What follows belongs to an exercise in optimizing a design on an open flow for small area, a short achievable clock period and few clock cycles per item; a production flow would make more cautious choices. Where RTL was checked, it was by simulation tests only, not by an equivalence proof against the original. Power is estimated from default activity; no workload was simulated.

## south
## cpu_top
module cpu_top
(
    input  logic                  clk,
    input  logic                  rst,
    input  logic [data_width-1:0] mem_data_out,
    input  logic                  mem_cplt,
    output logic [addr_width-1:0] mem_addr,
    output logic [data_width-1:0] mem_data_in,
    output logic                  mem_r_en,
    output logic                  mem_w_en
);
==> flow/config.mk <==
export PLATFORM = sky130hd
export DESIGN_NAME = cpu_top
export DESIGN_NICKNAME = cpu_top
export VERILOG_FILES = /design/flow/design.v
export SDC_FILE = /design/flow/constraint.sdc
export NUM_CORES = 4
export LEC_CHECK = 0
export CAP_MARGIN = 20
export CORE_MARGIN = 2
export CORE_UTILIZATION = 40
export PLACE_DENSITY = 0.6
export SETUP_SLACK_MARGIN = 2.5
export SLEW_MARGIN = 20
==> flow/constraint.sdc <==
create_clock -name core_clock -period 5.0 [get_ports {clk}]
set_input_delay 1.0000 -clock core_clock [delete_from_list [all_inputs] [get_ports {clk}]]
set_output_delay 1.0000 -clock core_clock [all_outputs]
set_load 0.01 [all_outputs]
standard.sh (not shown) runs the stock make flow with config.mk's settings and CLKGATE_MAP_FILE= SYNTH_SCRIPT=/design/flow/synth_recipe.tcl, a recipe that flattens the netlist after the stock synthesis.
==> flow/flow/run.sh <==
#!/bin/bash
# Standard layout, with plain buffers (not delay cells) on the ports.
export BUFFER_PORTS_ARGS="-buffer_cell sky130_fd_sc_hd__buf_2"
bash standard.sh > standard.log 2>&1
Changes in north relative to south:
Settings: changing SETUP_SLACK_MARGIN from 2.5 to 3.0.
==> flow/run.sh (new file) <==
#!/bin/bash
# synth_recipe.tcl (not shown) runs the flow's synth.tcl, then flattens the netlist and writes it again
# the make line also repeats each setting of config.mk as NAME=value (left out here)
make -C /OpenROAD-flow-scripts/flow DESIGN_CONFIG=/design/flow/config.mk WORK_HOME=/design/flow/orfs CLKGATE_MAP_FILE= SYNTH_SCRIPT=/design/flow/synth_recipe.tcl finish
removed: flow/flow/run.sh
removed: flow/standard.sh
Notes after the runs:
north vs. south: met3 usage went up by 0.96 points. north vs south, non-clock buffer share of cell area went up by 2.0 points. Looking at number of setup buffers added after CTS across north and south, the one that comes out higher is north. Re required time of the critical path: north is 50 ps up on south. north vs south — logic depth of the worst setup path including buffers rose 1. Compared with south, north shows combinational power higher by about 15%. Changes observed in north relative to south: clock buffer count +5.9%, clock buffer count from CTS ~0 delta. north against south: power climbed about 5.6%; final standard cell area without fillers climbed about 5%. In north relative to south, total leakage power had gone up by a few percent.
No run of this note included a check of the RTL's function; only the layout flow was run.

---

## branch nickel
Another version of the RTL of cpu_top (not shown whole).
Size: roughly 380 flip-flops, roughly 46 I/O pins, about 18000 um^2 of cells after synthesis.
// cpu_top
module cpu_top
(
    input  logic                  clk,
    input  logic                  rst,
    input  logic [data_width-1:0] mem_data_out,
    input  logic                  mem_cplt,
    output logic [addr_width-1:0] mem_addr,
    output logic [data_width-1:0] mem_data_in,
    output logic                  mem_r_en,
    output logic                  mem_w_en
);
    logic [8:0]  ba;         
    logic        bre;        
    logic        bwe;        
    logic        bdat;       
    logic        stp;        
    logic        wct;        
    logic [15:0] ir;
    logic [8:0]  pcn;        
    logic [8:0]  tgt;        
    logic [1:0]  es;         
    logic [15:0] a;
    logic [15:0] b;
    logic [15:0] res;
    logic        wb_en;
    logic [3:0]  wb_rd;
    logic        f_eq;
    logic        f_lt;
    logic        f_gt;
    logic        init;       
    logic        writes;     
    logic        d_cmp;      
    logic [15:0] regs [num_regs];
    logic [2:0]  wop;
    logic        w_ld;
    logic        w_st;
    logic        w_ct;
    logic        fdone;
    logic        ddone;
    assign wop   = mem_data_out[15:13];
    assign w_ld  = (wop == op_load);
  ...
export LEC_CHECK = 0
export CAP_MARGIN = 20
export CORE_MARGIN = 2
export CORE_UTILIZATION = 40
export PLACE_DENSITY = 0.6
export SETUP_SLACK_MARGIN = 2.2
export SLEW_MARGIN = 20
create_clock -name core_clock -period 5.0 [get_ports {clk}]
==> flow/flow/run.sh <==
#!/bin/bash
# Standard layout, with plain buffers (not delay cells) on the ports.
export BUFFER_PORTS_ARGS="-buffer_cell sky130_fd_sc_hd__buf_2"
bash standard.sh > standard.log 2>&1
branch nickel finished every stage and its layout cleared the timing, DRC and antenna checks.
Edits applied to the flow inputs when going from branch nickel to branch cedar:
# branch nickel
export LEC_CHECK = 0
export CAP_MARGIN = 20
export CORE_MARGIN = 2
export CORE_UTILIZATION = 40
export PLACE_DENSITY = 0.6
export SETUP_SLACK_MARGIN = 2.2
export SLEW_MARGIN = 20
create_clock -name core_clock -period 5.0 [get_ports {clk}]
# branch cedar
export LEC_CHECK = 0
export CAP_MARGIN = 20
export CORE_MARGIN = 2
export CORE_UTILIZATION = 40
export PLACE_DENSITY = 0.6
export SETUP_SLACK_MARGIN = 2.6
export SLEW_MARGIN = 20
create_clock -name core_clock -period 5.0 [get_ports {clk}]
[summary]
branch cedar | status: complete | timing, DRC, antenna: pass. branch cedar vs. branch nickel: post-route non-filler standard cell count increased 72, switching power of the nets increased 9.5%, internal portion of total power increased 8.4%. The final-layout clock buffer total in branch cedar sits 7 above the value recorded for branch nickel. Between branch cedar and branch nickel, the difference in number of vias per cell is negligible. Post-route total power grows by a little under 10% when moving from branch nickel to branch cedar. Depth of the most critical reg-to-reg path, branch cedar and branch nickel: lower on branch nickel.
No run of this note included a check of the RTL's function; only the layout flow was run.

---

cpu_top, a different RTL version from the one above (not shown whole).
Size in the first run: ~1400 cells after synthesis, roughly 46 I/O pins.
Settings: LEC_CHECK=0, CAP_MARGIN=20, CORE_MARGIN=2, CORE_UTILIZATION=40, PLACE_DENSITY=0.6, SETUP_SLACK_MARGIN=2.45, SLEW_MARGIN=20; clock period 5.0 ns.
Scripts as last shown in full above: flow/flow/run.sh
Testbench counts at the start, summed over its fixed seeds: cycles 104,806, instrs 21,628.
Change:
--- a/flow/config.mk
+++ b/flow/config.mk
@@ -9,4 +9,6 @@
 export CORE_MARGIN = 2
 export CORE_UTILIZATION = 40
+export CTS_CLUSTER_DIAMETER = 100
+export CTS_CLUSTER_SIZE = 25
 export PLACE_DENSITY = 0.6
 export SETUP_SLACK_MARGIN = 2.45
Outcome: The new run completed without violations. Final area is lower by 4.2%. Total power went down by 9.8%. Worst setup slack gets better by 0.018 ns. Non-clock buffer count went down by 9.
Change:
--- a/flow/config.mk
+++ b/flow/config.mk
@@ -9,7 +9,5 @@
 export CORE_MARGIN = 2
 export CORE_UTILIZATION = 40
-export CTS_CLUSTER_DIAMETER = 100
-export CTS_CLUSTER_SIZE = 25
 export PLACE_DENSITY = 0.6
-export SETUP_SLACK_MARGIN = 2.45
+export SETUP_SLACK_MARGIN = 2.6
 export SLEW_MARGIN = 20
What happened:
- sequential power barely changes
- power came out higher by 16%
- sequential share of layout area came out lower by 3.7 points
- critical path depth is unchanged
- die area does not change
- cell count came out higher by 3.7%
- synthesized cell count stays the same
- clock-buffer cell count came out higher by 20

---

cpu_top, a different RTL version from the one above (not shown whole).
Size in the first run: ~1400 cells after synthesis, ~380 flip-flops, roughly 17000 sq um of cells after synthesis.
Design cpu_top, start of the top module:
module cpu_top
(
    input  logic                  clk,
    input  logic                  rst,
    input  logic [data_width-1:0] mem_data_out,
    input  logic                  mem_cplt,
    output logic [addr_width-1:0] mem_addr,
    output logic [data_width-1:0] mem_data_in,
    output logic                  mem_r_en,
    output logic                  mem_w_en
);
    logic [8:0]  ba;         
    logic        bre;        
    logic        bwe;        
    logic        bdat;       
    logic        stp;        
    logic        wct;        
    logic [15:0] ir;
    logic [8:0]  pcn;        
    logic [8:0]  tgt;        
    logic [1:0]  es;         
    logic [15:0] a;
    logic [15:0] b;
    logic        wb_en;
    logic [3:0]  wb_rd;
    logic        f_eq;       
    logic        f_c;        
    logic        f_v;        
    logic        f_lt;
    logic        f_gt;
    logic        init;       
    logic        writes;     
    logic        d_cmp;      
    logic [15:0] regs [num_regs];
  ...
export LEC_CHECK = 0
export CAP_MARGIN = 20
export CORE_MARGIN = 2
export CORE_UTILIZATION = 40
export CTS_CLUSTER_DIAMETER = 100
export CTS_CLUSTER_SIZE = 25
export PLACE_DENSITY = 0.6
export SETUP_SLACK_MARGIN = 2.75
export SLEW_MARGIN = 20
create_clock -name core_clock -period 5.0 [get_ports {clk}]
Scripts as last shown in full above: flow/flow/run.sh
The starting point ran to the end with no violations.
Testbench counts at the start, summed over its fixed seeds: cycles 104,806, instrs 21,628.
Change:
- SETUP_SLACK_MARGIN: 2.75 -> 2.45
Count of clock-buffer cells in the layout goes up by 1.
Global-route usage goes down by 2.1 points.
Core utilization shrinks by 3.3 points.
Change:
- SETUP_SLACK_MARGIN: 2.45 -> 2.6
Outcome: Via count is higher by 0.98%; clock power is lower by about 5%; critical path depth is lower by 4.

---

cpu_top, a different RTL version from the one above (not shown whole).
Size: roughly 370 flip-flops, ~46 I/O pins, about 0.017 mm^2 of cells after synthesis.
==> flow/design.v (excerpt) <==
module cpu_top
(
    input  logic                  clk,
    input  logic                  rst,
    input  logic [data_width-1:0] mem_data_out,
    input  logic                  mem_cplt,
    output logic [addr_width-1:0] mem_addr,
    output logic [data_width-1:0] mem_data_in,
    output logic                  mem_r_en,
    output logic                  mem_w_en
);
    logic [8:0]  ba;         
    logic        bre;        
    logic        bwe;        
    logic        bdat;       
    logic        stp;        
    logic        wct;        
    logic [15:0] ir;
    logic [8:0]  pcn;        
    logic [1:0]  es;         
    logic [15:0] a;
    logic [15:0] b;
    logic        wb_en;
    logic [3:0]  wb_rd;
    logic        f_eq;       
    logic        f_c;        
    logic        f_v;        
    logic        f_lt;
    logic        f_gt;
    logic        init;       
    logic        writes;     
    logic        d_cmp;      
    logic [15:0] regs [num_regs];
    logic [2:0]  wop;
    logic        w_ld;
    logic        w_st;
    logic        w_ct;
    logic        fdone;
    logic        ddone;
    assign wop   = mem_data_out[15:13];
    assign w_ld  = (wop == op_load);
    assign w_st  = (wop == op_store);
    assign w_ct  = (wop == op_jump) || (wop == op_branch);
    assign fdone = mem_cplt && !bdat;
    assign ddone = mem_cplt && bdat;
    assign mem_addr    = ba;
    assign mem_r_en    = bre;
    assign mem_w_en    = bwe;
    assign mem_data_in = a;
    logic       w_cond;
    logic       w_take;
    logic       w_hold;
    logic       i_cond;
    logic       i_ct;
    logic       i_ld;
    logic       flag_pend;
    logic [8:0] w_target;
    function automatic logic cond_of(input logic [1:0] c, input logic eq, input logic lt,
                                     input logic gt);
        case (c)
            cond_eq: cond_of = eq;
            cond_ne: cond_of = !eq;
            cond_lt: cond_of = lt;
  ...
Settings: LEC_CHECK=0, CAP_MARGIN=20, CORE_MARGIN=2, CORE_UTILIZATION=40, CTS_CLUSTER_DIAMETER=100, CTS_CLUSTER_SIZE=25, PLACE_DENSITY=0.6, SETUP_SLACK_MARGIN=2.7, SLEW_MARGIN=20; clock period 5.0 ns.
Scripts as last shown in full above: flow/flow/run.sh
Testbench counts at the start, summed over its fixed seeds: cycles 104,806, instrs 21,628.
==> next run, changes <==
--- a/flow/config.mk
+++ b/flow/config.mk
@@ -13,3 +13,3 @@
 export PLACE_DENSITY = 0.6
-export SETUP_SLACK_MARGIN = 2.7
+export SETUP_SLACK_MARGIN = 2.6
 export SLEW_MARGIN = 20
First-iteration DRC count fell by about 18%.
Routed wire length drops by 3.6%.
Critical path depth went up by 4.
Non-clock buffer count falls by 40.
Power is lower by about 4.7%.
Utilization goes down by 1.8 points.
==> next run, changes <==
--- a/flow/config.mk
+++ b/flow/config.mk
@@ -13,3 +13,3 @@
 export PLACE_DENSITY = 0.6
-export SETUP_SLACK_MARGIN = 2.6
+export SETUP_SLACK_MARGIN = 2.55
 export SLEW_MARGIN = 20
- fmax went down by 2.7%
- total power barely changes
- via count rises by 0.63%
- sequential share of layout area goes up by 0.11 points
- design area hardly moves
- global-route usage went down by 0.13 points
- wire length went up by 0.45%
- synthesized cell count does not change
==> next run, changes <==
--- a/flow/config.mk
+++ b/flow/config.mk
@@ -13,3 +13,3 @@
 export PLACE_DENSITY = 0.6
-export SETUP_SLACK_MARGIN = 2.55
+export SETUP_SLACK_MARGIN = 2.5
 export SLEW_MARGIN = 20
Effect: The changed run produced a clean layout. Final cell count fell by 0.86%. Non-clock buffer count fell by 15. Final area fell by 1.7%. Area after synthesis is unchanged. Sequential power rose by about 2%. Critical path depth rose by 7. Wire length fell by 2.7%. Clock-buffer cell count fell by 1. Global-route usage fell by 0.51 points. Flip-flop and latch count is unchanged.

## separate check: timing with driven ports
Ports are ideal in the flow. The routed layouts listed here were re-timed in OpenROAD.
Step 1 (the two cells are an assumption about what drives the block):
set clk [get_ports {clk}]
set_driving_cell -lib_cell sky130_fd_sc_hd__clkbuf_16 $clk
set_driving_cell -lib_cell sky130_fd_sc_hd__buf_2 [delete_from_list [all_inputs] $clk]
Step 2 adds t to the input delays and takes it off the output delays; t is the mean of the earliest and latest rising clock arrival at the registers after step 1. Input paths then give back, and output paths get back, about the clock's delay inside the block.
Three values: no drivers, after step 1, after step 2; two values: the first two.
| run | t (ns) | setup slack, ns | latest minus earliest clock arrival (ns) |
|---|---|---|---|
| south | 0.615 | 2.155 / 2.155 / 1.953 | 0.025 / 0.025 |
| north | 0.627 | 2.052 / 2.052 / 1.514 | 0.049 / 0.049 |
| branch nickel | 0.613 | 2.210 / 2.210 / 1.801 | 0.030 / 0.030 |
| branch cedar | 0.625 | 2.407 / 2.407 / 1.862 | 0.038 / 0.039 |
| the first run of note 3 | 0.607 | 2.501 / 2.501 / 2.048 | 0.025 / 0.026 |
| the second run of note 3 | 0.581 | 2.519 / 2.519 / 2.050 | 0.019 / 0.018 |
| the third run of note 3 | 0.619 | 2.450 / 2.450 / 2.105 | 0.014 / 0.014 |
| the first run of note 4 | 0.603 | 2.502 / 2.471 / 2.010 | 0.036 / 0.036 |
| the second run of note 4 | 0.587 | 2.536 / 2.529 / 1.966 | 0.025 / 0.026 |
| the third run of note 4 | 0.595 | 2.560 / 2.560 / 2.026 | 0.032 / 0.032 |
| the first run of note 5 | 0.587 | 2.550 / 2.502 / 2.126 | 0.035 / 0.035 |
| the second run of note 5 | 0.585 | 2.609 / 2.563 / 2.089 | 0.022 / 0.022 |
| the third run of note 5 | 0.599 | 2.542 / 2.492 / 2.025 | 0.037 / 0.037 |
| the fourth run of note 5 | 0.586 | 2.507 / 2.507 / 1.953 | 0.026 / 0.026 |
After both steps setup and hold are still met in every run listed. For the second run of note 4, which loses most, drivers alone change the setup slack by -0.007 ns; drivers and shift together by -0.570 ns.
